Source: an optimization exercise on an open RTL-to-GDS flow (aim: small area). Production flows keep margins and buffers that such runs may drop. At most, simulation tests tie the RTL to the original design; equivalence was not proved. Power figures rest on the tool's default switching activity, not on a simulated workload.

==> flow/design.v <==
package i2c_mem_pkg;
  localparam int DATA_W = 8;
  localparam int ADDR_W = 6;
  localparam int REGS_PER_BANK = 8;
  localparam int NUM_BANKS     = 4;
  localparam int NUM_REGS      = NUM_BANKS * REGS_PER_BANK;
  localparam int STATUS_BASE = 32;
  localparam int NUM_STATUS  = 2;
  typedef logic [DATA_W-1:0] data_t;
  typedef logic [ADDR_W-1:0] addr_t;
endpackage
`timescale 1ns/1ns
module i2c_mem_bit_nxt (
  input  logic go,
  input  logic hold,
  input  logic wd,
  input  logic q,
  input  logic init,
  input  logic laen,
  input  logic rst,
  output logic nxt
);
  logic wr_n;     
  logic init_n;   
  assign wr_n   = ~((go & wd) | (hold & q));
  assign init_n = ~(init & (laen | rst));
  assign nxt    = ~(init_n & (laen | wr_n));
endmodule
module i2c_mem_reg_bank (
  input  logic [i2c_mem_pkg::REGS_PER_BANK-1:0]                   rst_r,
  input  logic [i2c_mem_pkg::REGS_PER_BANK-1:0]                   wr_go,
  input  logic [i2c_mem_pkg::REGS_PER_BANK-1:0]                   wr_hold,
  input  i2c_mem_pkg::data_t                                      wr_data,
  input  logic [i2c_mem_pkg::REGS_PER_BANK*i2c_mem_pkg::DATA_W-1:0] rf_init,
  input  logic [i2c_mem_pkg::REGS_PER_BANK*i2c_mem_pkg::DATA_W-1:0] rf_laen,
  input  logic [i2c_mem_pkg::REGS_PER_BANK*i2c_mem_pkg::DATA_W-1:0] rf_data,
  output logic [i2c_mem_pkg::REGS_PER_BANK*i2c_mem_pkg::DATA_W-1:0] rf_next
);
  localparam int NUM_R = i2c_mem_pkg::REGS_PER_BANK;
  localparam int DW    = i2c_mem_pkg::DATA_W;
  for (genvar r = 0; r < NUM_R; r++)
  begin : g_reg
    for (genvar b = 0; b < DW; b++)
    begin : g_bit
      i2c_mem_bit_nxt i_nxt (
        .go   (wr_go[r]),
        .hold (wr_hold[r]),
        .wd   (wr_data[b]),
        .q    (rf_data[r*DW+b]),
        .init (rf_init[r*DW+b]),
        .laen (rf_laen[r*DW+b]),
        .rst  (rst_r[r]),
        .nxt  (rf_next[r*DW+b])
      );
    end
  end
endmodule
`timescale 1ns/1ns
module i2c_mem_rd_ao3 (
  input  logic [2:0] sel,
  input  logic [2:0] dat,
  output logic       y_n
);
  assign y_n = ~(|(sel & dat));
endmodule
module i2c_mem_rd_mux (
  input  i2c_mem_pkg::addr_t                                         rd_addr,
  input  logic [i2c_mem_pkg::NUM_REGS*i2c_mem_pkg::DATA_W-1:0]       regs,
  input  logic [i2c_mem_pkg::NUM_STATUS*i2c_mem_pkg::DATA_W-1:0]     status,
  output i2c_mem_pkg::data_t                                         rd_data
);
  localparam int DW  = i2c_mem_pkg::DATA_W;
  localparam int NR  = i2c_mem_pkg::NUM_REGS;
  localparam int NS  = i2c_mem_pkg::NUM_STATUS;
  localparam int NE  = NR + NS;
  localparam int NG  = NE / 3;            
  localparam int NL  = NE - 3 * NG;        
  localparam int NT  = NG + NL;            
  logic [NE*DW-1:0] src;
  logic [NE-1:0]    sel;
  logic [NT*DW-1:0] grp_n;
  assign src = {status, regs};
  logic [7:0] lo_n;
  logic [4:0] hi_n;    
  i2c_mem_dec3n #(.N(8)) i_lo_dec (.a(rd_addr[2:0]), .y_n(lo_n));
  i2c_mem_dec3n #(.N(5)) i_hi_dec (.a(rd_addr[5:3]), .y_n(hi_n));
  for (genvar k = 0; k < NE; k++)
  begin : g_sel
    if (k < NR)
    begin : g_reg
      i2c_mem_nor2 i_sel (.a(hi_n[k / 8]), .b(lo_n[k % 8]), .y(sel[k]));
    end
    else
    begin : g_status
      i2c_mem_nor2 i_sel (
        .a (hi_n[i2c_mem_pkg::STATUS_BASE / 8]),
        .b (lo_n[(i2c_mem_pkg::STATUS_BASE + k - NR) % 8]),
        .y (sel[k])
      );
    end
  end
  for (genvar b = 0; b < DW; b++)
  begin : g_bit
    for (genvar g = 0; g < NG; g++)
    begin : g_grp
      i2c_mem_rd_ao3 i_ao3 (
        .sel ({sel[3*g+2], sel[3*g+1], sel[3*g]}),
        .dat ({src[(3*g+2)*DW+b], src[(3*g+1)*DW+b], src[(3*g)*DW+b]}),
        .y_n (grp_n[b*NT+g])
      );
    end
    for (genvar l = 0; l < NL; l++)
    begin : g_left
      assign grp_n[b*NT+NG+l] = ~(sel[3*NG+l] & src[(3*NG+l)*DW+b]);
    end
    assign rd_data[b] = ~(&grp_n[b*NT +: NT]);
  end
endmodule
`timescale 1ns/1ns
module i2c_mem_nor2 (
  input  logic a,
  input  logic b,
  output logic y
);
  assign y = ~(a | b);
endmodule
module i2c_mem_inv (
  input  logic a,
  output logic y
);
  assign y = ~a;
endmodule
module i2c_mem_nand3 (
  input  logic a,
  input  logic b,
  input  logic c,
  output logic y
);
  assign y = ~(a & b & c);
endmodule
module i2c_mem_nand4 (
  input  logic a,
  input  logic b,
  input  logic c,
  input  logic d,
  output logic y
);
  assign y = ~(a & b & c & d);
endmodule
module i2c_mem_dec3n #(
  parameter int N = 8
) (
  input  logic [2:0]   a,
  output logic [N-1:0] y_n
);
  logic [2:0] a_n;
  for (genvar b = 0; b < 3; b++)
  begin : g_inv
    i2c_mem_inv i_inv (.a(a[b]), .y(a_n[b]));
  end
  for (genvar i = 0; i < N; i++)
  begin : g_out
    i2c_mem_nand3 i_nand (
      .a (i[0] ? a[0] : a_n[0]),
      .b (i[1] ? a[1] : a_n[1]),
      .c (i[2] ? a[2] : a_n[2]),
      .y (y_n[i])
    );
  end
endmodule
module i2c_mem_wr_sel (
  input  logic bank_n,
  input  logic idx_n,
  input  logic rst,
  output logic go,
  output logic hold,
  output logic rst_r
);
  i2c_mem_nor2 i_go   (.a(bank_n), .b(idx_n), .y(go));
  i2c_mem_nor2 i_hold (.a(go),     .b(rst),   .y(hold));
  i2c_mem_nor2 i_rst  (.a(go),     .b(hold),  .y(rst_r));
endmodule
module i2c_mem (
  input  logic                                                                     wr_clk,
  input  logic                                                                     rst,
  input  logic                                                                     wr_en,
  input  logic [i2c_mem_pkg::ADDR_W-1:0]                                           wr_addr,
  input  logic [i2c_mem_pkg::ADDR_W-1:0]                                           rd_addr,
  input  logic [i2c_mem_pkg::DATA_W-1:0]                                           wr_data,
  input  logic [(i2c_mem_pkg::NUM_REGS+i2c_mem_pkg::NUM_STATUS)*i2c_mem_pkg::DATA_W-1:0] rf_init,
  input  logic [i2c_mem_pkg::NUM_REGS*i2c_mem_pkg::DATA_W-1:0]                     rf_laen,
  output logic [i2c_mem_pkg::DATA_W-1:0]                                           rd_data,
  output logic [i2c_mem_pkg::NUM_REGS*i2c_mem_pkg::DATA_W-1:0]                     rf_data
);
  localparam int RPB = i2c_mem_pkg::REGS_PER_BANK;
  localparam int DW  = i2c_mem_pkg::DATA_W;
  localparam int BW  = RPB * DW;
  localparam int NB  = i2c_mem_pkg::NUM_BANKS;
  localparam int NR  = i2c_mem_pkg::NUM_REGS;
  logic [NB-1:0]    bank_n;    
  logic [RPB-1:0]   idx_n;     
  logic [NR-1:0]    wr_go;
  logic [NR-1:0]    wr_hold;
  logic [NR-1:0]    rst_r;
  logic [NR*DW-1:0] rf_next;
  logic       wr_low;      
  logic [1:0] wa_n;        
  i2c_mem_nor2 i_wr_low (.a(rst), .b(wr_addr[5]), .y(wr_low));
  i2c_mem_inv  i_wa3_n  (.a(wr_addr[3]), .y(wa_n[0]));
  i2c_mem_inv  i_wa4_n  (.a(wr_addr[4]), .y(wa_n[1]));
  for (genvar g = 0; g < NB; g++)
  begin : g_bank_dec
    i2c_mem_nand4 i_bank_n (
      .a (wr_en),
      .b (wr_low),
      .c (g[0] ? wr_addr[3] : wa_n[0]),
      .d (g[1] ? wr_addr[4] : wa_n[1]),
      .y (bank_n[g])
    );
  end
  i2c_mem_dec3n #(.N(RPB)) i_idx_dec (.a(wr_addr[2:0]), .y_n(idx_n));
  for (genvar r = 0; r < NR; r++)
  begin : g_wr
    i2c_mem_wr_sel i_sel (
      .bank_n (bank_n[r / RPB]),
      .idx_n  (idx_n[r % RPB]),
      .rst    (rst),
      .go     (wr_go[r]),
      .hold   (wr_hold[r]),
      .rst_r  (rst_r[r])
    );
  end
  for (genvar g = 0; g < NB; g++)
  begin : g_bank
    i2c_mem_reg_bank i_bank (
      .rst_r    (rst_r[g*RPB +: RPB]),
      .wr_go    (wr_go[g*RPB +: RPB]),
      .wr_hold  (wr_hold[g*RPB +: RPB]),
      .wr_data  (wr_data),
      .rf_init  (rf_init[g*BW +: BW]),
      .rf_laen  (rf_laen[g*BW +: BW]),
      .rf_data  (rf_data[g*BW +: BW]),
      .rf_next  (rf_next[g*BW +: BW])
    );
  end
  always_ff @(posedge wr_clk)
    rf_data <= rf_next;
  i2c_mem_rd_mux i_rd_mux (
    .rd_addr (rd_addr),
    .regs    (rf_data),
    .status  (rf_init[i2c_mem_pkg::STATUS_BASE*DW +: i2c_mem_pkg::NUM_STATUS*DW]),
    .rd_data (rd_data)
  );
endmodule
==> flow/config.mk <==
export PLATFORM = sky130hd
export DESIGN_NAME = i2c_mem
export DESIGN_NICKNAME = i2c_mem
export VERILOG_FILES = /design/flow/design.v
export SDC_FILE = /design/flow/constraint.sdc
export NUM_CORES = 4
export LEC_CHECK = 0
export CAP_MARGIN = 20
export CORE_AREA = 4 4 236 236
export DIE_AREA = 0 0 240 240
export SLEW_MARGIN = 20
export SYNTH_HIERARCHICAL = 1
==> flow/constraint.sdc <==
create_clock -name core_clock -period 6.0 [get_ports {wr_clk}]
set_input_delay 1.2000 -clock core_clock [delete_from_list [all_inputs] [get_ports {wr_clk}]]
set_output_delay 1.2000 -clock core_clock [all_outputs]
set_load 0.01 [all_outputs]
standard.sh (not shown) runs the stock make flow with config.mk's settings and CLKGATE_MAP_FILE= SYNTH_SCRIPT=/design/flow/synth_recipe.tcl, a recipe that flattens the netlist after the stock synthesis.
==> flow/flow/run.sh <==
#!/bin/bash
# Standard ORFS layout with three changes to how the layout is made:
#  - pins may sit on neighbouring tracks, so that the 815 ports fit a small die;
#  - the port buffers are the smallest buffer cell;
#  - the clock tree uses clkbuf_8 for clusters of up to 16 registers and no dummy loads.
# Each ORFS step keeps its own log under orfs/logs/; make's output goes to flow.log.
set -o pipefail
bash standard.sh \
  'PLACE_PINS_ARGS=-min_distance 1 -min_distance_in_tracks' \
  'BUFFER_PORTS_ARGS=-buffer_cell sky130_fd_sc_hd__buf_1' \
  'CTS_ARGS=-sink_clustering_enable -repair_clock_nets -dont_use_dummy_load -buf_list {sky130_fd_sc_hd__clkbuf_8} -root_buf sky130_fd_sc_hd__clkbuf_8 -sink_clustering_size 16 -sink_clustering_max_diameter 100' \
  finish > flow.log 2>&1
Then changed:
--- a/flow/design.v
+++ b/flow/design.v
@@ -172,14 +172,12 @@
   input  logic bank_n,
   input  logic idx_n,
   input  logic rst,
   output logic go,
-  output logic hold,
-  output logic rst_r
+  output logic hold
 );
   i2c_mem_nor2 i_go   (.a(bank_n), .b(idx_n), .y(go));
   i2c_mem_nor2 i_hold (.a(go),     .b(rst),   .y(hold));
-  i2c_mem_nor2 i_rst  (.a(go),     .b(hold),  .y(rst_r));
 endmodule
 module i2c_mem (
   input  logic                                                                     wr_clk,
   input  logic                                                                     rst,
@@ -225,11 +223,15 @@
       .bank_n (bank_n[r / RPB]),
       .idx_n  (idx_n[r % RPB]),
       .rst    (rst),
       .go     (wr_go[r]),
-      .hold   (wr_hold[r]),
-      .rst_r  (rst_r[r])
-    );
+      .hold   (wr_hold[r])
+    );
+  end
+  for (genvar r = 0; r < NR; r += 2)
+  begin : g_rst
+    i2c_mem_nor2 i_rst (.a(wr_go[r]), .b(wr_hold[r]), .y(rst_r[r]));
+    assign rst_r[r+1] = rst_r[r];
   end
   for (genvar g = 0; g < NB; g++)
   begin : g_bank
     i2c_mem_reg_bank i_bank (
What happened: The new run went through all stages and came out clean. Routed wire length fell by a few percent. Register-to-register slack degrades by 0.06 ns. Die area stays the same. Clock-buffer cell count is higher by 1. Fmax fell by a little under a tenth. Total power goes down slightly. Synthesized cell count goes down slightly. Area after synthesis went down slightly. Final area barely changes. Non-clock buffer count came out higher by 4.
Function not checked in the first run of this note: the RTL went through the layout flow alone.

separate check: timing with driven ports:
Ports are ideal in the flow. The routed layouts listed here were re-timed in OpenROAD.
Step 1 sets driving cells, clkbuf_16 on the clock port and buf_2 on the other inputs (assumed; they add their load-dependent delay and slew).
Step 2, shift: input delay + t, output delay - t, t = (earliest + latest rising clock arrival at the registers) / 2. This alone moves slack from input paths to output paths.
Three values: ideal, step 1, step 2; two values: the first two.
run	shift t [ns]	slack for setup (ns)	worst slew at a driven data input, ns
the first run	0.639	1.396 / 1.269 / 1.269	0.16
the second run	0.621	0.951 / 0.860 / 0.860	0.13
After both steps every run listed still meets setup and hold. For the first run, which loses most, drivers alone change the setup slack by -0.127 ns; drivers and shift together by -0.127 ns.
